This design comes from an exercise in tuning for small area on the open sky130 flow, not from production work. The RTL was checked by simulation tests, not by an equivalence proof against the original design.

## main
// regfile_mp_sb
module regfile_mp_sb #(
   parameter  int XLEN     = 32,
   parameter  int NREG     = 32,
   parameter  int NRD      = 2,
   parameter  int NWR      = 2,
   parameter  int ZERO_REG = 1,
   localparam int AW       = $clog2(NREG)
) (
   input  logic                clk,
   input  logic                rst_n,
   input  logic [NRD*AW-1:0]   rd_addr,
   output logic [NRD*XLEN-1:0] rd_data,
   output logic [NRD-1:0]      rd_busy,
   input  logic [NWR-1:0]      wr_en,
   input  logic [NWR*AW-1:0]   wr_addr,
   input  logic [NWR*XLEN-1:0] wr_data,
   input  logic                iss_en,
   input  logic [AW-1:0]       iss_addr,
   output logic                iss_ok,
   output logic [NREG-1:0]     busy_vec
);
Size in the first run: roughly 4800 cells after synthesis, about 1100 flip-flops, roughly 47000 µm² of cells after synthesis.
clock: 6.5 ns
lec_check: 0
cap_margin: 20
cell_pad_in_sites_detail_placement: 1
core_margin: 2
core_utilization: 35
gpl_timing_driven: 0
place_density: 0.5
setup_slack_margin: 0
slew_margin: 20
synth_hierarchical: 1
synth_minimum_keep_size: 0
standard.sh (not shown) runs the stock make flow with config.mk's settings and CLKGATE_MAP_FILE= SYNTH_SCRIPT=/design/flow/synth_recipe.tcl, a recipe that flattens the netlist after the stock synthesis.
==> flow/flow/run.sh <==
#!/bin/bash
# Standard ORFS layout (the standard.sh, unchanged synthesis), with:
#  - port buffers made of buf_2 instead of the default delay buffer,
#  - clock tree from clkbuf_8 with larger sink clusters and no dummy loads.
# make's full output goes to make.log; ORFS keeps each step's log in orfs/logs.
set -euo pipefail
bash standard.sh \
  "BUFFER_PORTS_ARGS=-buffer_cell sky130_fd_sc_hd__buf_2" \
  "CTS_ARGS=-sink_clustering_enable -repair_clock_nets -dont_use_dummy_load -buf_list sky130_fd_sc_hd__clkbuf_8 -sink_clustering_size 12 -sink_clustering_max_diameter 50" \
  finish > make.log 2>&1
From the logs: main reached the end of the flow and failed the layout checks with setup timing.
Edits applied to the flow inputs when going from main to the feature branch:
- SETUP_SLACK_MARGIN now 0.45, was 0
--- a/flow/flow/run.sh
+++ b/flow/flow/run.sh
@@ -9 +9 @@
-  "CTS_ARGS=-sink_clustering_enable -repair_clock_nets -dont_use_dummy_load -buf_list sky130_fd_sc_hd__clkbuf_8 -sink_clustering_size 12 -sink_clustering_max_diameter 50" \
+  "CTS_ARGS=-sink_clustering_enable -repair_clock_nets -dont_use_dummy_load -buf_list sky130_fd_sc_hd__clkbuf_8 -sink_clustering_size 16 -sink_clustering_max_diameter 60" \
Notes after the runs:
The feature branch finished every step from synthesis to the final layout, and the layout passed the timing, DRC and antenna checks.
Sort the feature branch and main by count of clock-buffer cells in the layout desc -> top: main
Diff main -> the feature branch: average detailed-routed wire length per instance went down 1.4%; arrival time at the worst endpoint dropped 320 ps; total number of cells along the worst setup path went up 2; synthesized instance count shows no meaningful change; detailed-route wire length on metal 1 now sits higher.
Minimum clock period after layout (higher): main
Higher total global-route track usage among the feature branch and main: the feature branch
[compare] base=main new=the feature branch: clock transition at the registers of the reported paths grew by 20 ps; design area moved up; half-perimeter wire length after placement was more or less identical.

---

== branch ember ==
The RTL this note starts from:
==> flow/design.v <==
module regfile_mp_sb #(
   parameter  int XLEN     = 32,
   parameter  int NREG     = 32,
   parameter  int NRD      = 2,
   parameter  int NWR      = 2,
   parameter  int ZERO_REG = 1,
   localparam int AW       = $clog2(NREG)
) (
   input  logic                clk,
   input  logic                rst_n,
   input  logic [NRD*AW-1:0]   rd_addr,
   output logic [NRD*XLEN-1:0] rd_data,
   output logic [NRD-1:0]      rd_busy,
   input  logic [NWR-1:0]      wr_en,
   input  logic [NWR*AW-1:0]   wr_addr,
   input  logic [NWR*XLEN-1:0] wr_data,
   input  logic                iss_en,
   input  logic [AW-1:0]       iss_addr,
   output logic                iss_ok,
   output logic [NREG-1:0]     busy_vec
);
   logic [AW-1:0]   wa0, wa1;
   logic [XLEN-1:0] wd0, wd1;
   assign wa0 = wr_addr[0 +: AW];
   assign wa1 = wr_addr[AW +: AW];
   assign wd0 = wr_data[0 +: XLEN];
   assign wd1 = wr_data[XLEN +: XLEN];
   logic            vld_q;
   logic [NREG-1:1] x1_n, x0_n, ws1_n, ws0_n, wh_n;
   logic [NREG-1:1] we;
   logic [NREG-1:1] ws1 [2], ws0 [2], wh [2];
   always_comb begin
      for (int r = 1; r < NREG; r++) begin
         x1_n[r]  = !(wr_en[1] && (wa1 == AW'(r)));
         x0_n[r]  = !(wr_en[0] && (wa0 == AW'(r)));
         ws1_n[r] = x1_n[r];
         ws0_n[r] = x0_n[r] || !x1_n[r];
         wh_n[r]  = !(x1_n[r] && x0_n[r] && vld_q);
         we[r]    = !(x1_n[r] && x0_n[r]);
      end
   end
   for (genvar r = 1; r < NREG; r++) begin : g_ws
      for (genvar k = 0; k < 2; k++) begin : g_k
         rf_inv u_s1 (.a(ws1_n[r]), .y(ws1[k][r]));
         rf_inv u_s0 (.a(ws0_n[r]), .y(ws0[k][r]));
         rf_inv u_h  (.a(wh_n[r]),  .y(wh[k][r]));
      end
   end
   logic [XLEN-1:0] mem_q [1:NREG-1];
   logic [XLEN-1:0] mem_d [1:NREG-1];
   logic [NREG-1:1] busy_q, busy_d, busy_w;
   for (genvar r = 1; r < NREG; r++) begin : g_w
      for (genvar b = 0; b < XLEN; b++) begin : g_b
         rf_wbit u_w (.s1(ws1[b/16][r]), .d1(wd1[b]), .s0(ws0[b/16][r]), .d0(wd0[b]),
                      .h(wh[b/16][r]), .q(mem_q[r][b]), .d(mem_d[r][b]));
      end
   end
   always_ff @(posedge clk) begin
      for (int r = 1; r < NREG; r++)
         mem_q[r] <= mem_d[r];
   end
   always_ff @(posedge clk or negedge rst_n) begin
      if (!rst_n)
         vld_q <= 1'b0;
      else
         vld_q <= 1'b1;
   end
   assign busy_w = busy_q & ~we;
   for (genvar i = 0; i < NRD; i++) begin : g_rd
      logic [AW-1:0]   ra;
      logic [NREG-1:1] rs_n;
      logic [NREG-1:1] rs [2];
      logic            bsy;
      assign ra = rd_addr[i*AW +: AW];
      always_comb begin
         bsy = 1'b0;
         for (int r = 1; r < NREG; r++) begin
            rs_n[r] = !(ra == AW'(r));
            bsy   = bsy | ((ra == AW'(r)) && busy_w[r]);
         end
      end
      for (genvar r = 1; r < NREG; r++) begin : g_rs
         for (genvar k = 0; k < 2; k++) begin : g_k
            rf_inv u_rs (.a(rs_n[r]), .y(rs[k][r]));
         end
      end
      for (genvar b = 0; b < XLEN; b++) begin : g_b
         logic [NREG-1:1] col;
         for (genvar r = 1; r < NREG; r++) begin : g_c
            assign col[r] = mem_d[r][b];
         end
         rf_rbit u_r (.sel(rs[b/16]), .din(col), .dout(rd_data[i*XLEN + b]));
      end
      assign rd_busy[i] = bsy;
   end
   logic iss_bsy;
   always_comb begin
      iss_bsy = 1'b0;
      for (int r = 1; r < NREG; r++)
         iss_bsy = iss_bsy | ((iss_addr == AW'(r)) && busy_w[r]);
   end
   assign iss_ok = !iss_bsy;
   always_comb begin
      for (int r = 1; r < NREG; r++)
         busy_d[r] = busy_w[r] || (iss_en && !iss_bsy && (iss_addr == AW'(r)));
   end
   always_ff @(posedge clk or negedge rst_n) begin
      if (!rst_n)
         busy_q <= '0;
      else
         busy_q <= busy_d;
   end
   assign busy_vec = {busy_q, 1'b0};
endmodule
module rf_wbit (
   input  logic s1, d1, s0, d0, h, q,
   output logic d
);
   assign d = (s1 & d1) | (s0 & d0) | (h & q);
endmodule
module rf_ao3 (
   input  logic [2:0] s,
   input  logic [2:0] x,
   output logic       y_n
);
   assign y_n = !(|(s & x));
endmodule
module rf_rbit (
   input  logic [31:1] sel,
   input  logic [31:1] din,
   output logic        dout
);
   logic [10:0] t_n;
   for (genvar k = 0; k < 10; k++) begin : g_k
      rf_ao3 u_a (.s(sel[3*k+1 +: 3]), .x(din[3*k+1 +: 3]), .y_n(t_n[k]));
   end
   assign t_n[10] = !(sel[31] & din[31]);
   assign dout = !(&t_n);
endmodule
module rf_inv (
   input  logic a,
   output logic y
);
   assign y = !a;
endmodule
clock: 6.5 ns
lec_check: 0
cap_margin: 20
cell_pad_in_sites_detail_placement: 1
core_margin: 2
core_utilization: 35
gpl_timing_driven: 0
place_density: 0.5
setup_slack_margin: 0.4
slew_margin: 20
synth_hierarchical: 1
synth_minimum_keep_size: 0
==> flow/flow/run.sh <==
#!/bin/bash
# Standard ORFS layout (the standard.sh, unchanged synthesis), with:
#  - port buffers made of buf_2 instead of the default delay buffer,
#  - clock tree from clkbuf_8 with larger sink clusters and no dummy loads.
# make's full output goes to make.log; ORFS keeps each step's log in orfs/logs.
set -euo pipefail
bash standard.sh \
  "BUFFER_PORTS_ARGS=-buffer_cell sky130_fd_sc_hd__buf_2" \
  "CTS_ARGS=-sink_clustering_enable -repair_clock_nets -dont_use_dummy_load -buf_list sky130_fd_sc_hd__clkbuf_8 -sink_clustering_size 16 -sink_clustering_max_diameter 60" \
  finish > make.log 2>&1
branch ember finished every stage and its layout cleared the timing, DRC and antenna checks.
[inputs] branch harbor vs branch ember
- GPL_TIMING_DRIVEN changed from 0 to 1
- SETUP_SLACK_MARGIN changed from 0.4 to 0.45
--- outcome ---
Against branch ember as the reference, branch harbor delivers a lower total area of multi-input combinational cells.
Looking at synthesis-to-layout area growth, branch harbor sits 1.1 points higher than branch ember does.
Utilization for branch harbor is higher than for branch ember.
Diff branch ember -> branch harbor: met3 routed wirelength grew by about 37%, largest fanout on the critical path decreased 3, tightest hold margin now smaller, total number of vias now sits higher.
The register-to-register slack of branch harbor is higher than that of branch ember.

[afterwards: timing with drivers on the ports]
The results above use ideal ports. As a check the final layouts listed here were re-extracted and re-timed, cells and wires unchanged.
Step 1, drivers: a clkbuf_16 drives clk and a buf_2 each remaining input, both assumed.
Step 2, shift: input delay + t, output delay - t, t = (earliest + latest rising clock arrival at the registers) / 2. This alone moves slack from input paths to output paths.
Slacks: no drivers / after step 1 / after step 2; pairs: no drivers / after step 1.
| run | t (ns) | setup slack, ns | worst setup path at the end | worst register clock-pin slew, ns |
|---|---|---|---|---|
| main | 0.958 | -0.086 / -0.237 / -0.237 | input to output | 0.09 / 0.09 |
| the feature branch | 0.899 | 0.227 / 0.121 / 0.121 | input to output | 0.11 / 0.11 |
| branch ember | 0.903 | 0.070 / 0.008 / 0.008 | input to output | 0.11 / 0.11 |
| branch harbor | 0.903 | 0.275 / 0.234 / 0.234 | input to output | 0.11 / 0.11 |
The setup slack of main, which loses most, moves by -0.151 ns with the drivers and by -0.151 ns with both steps.
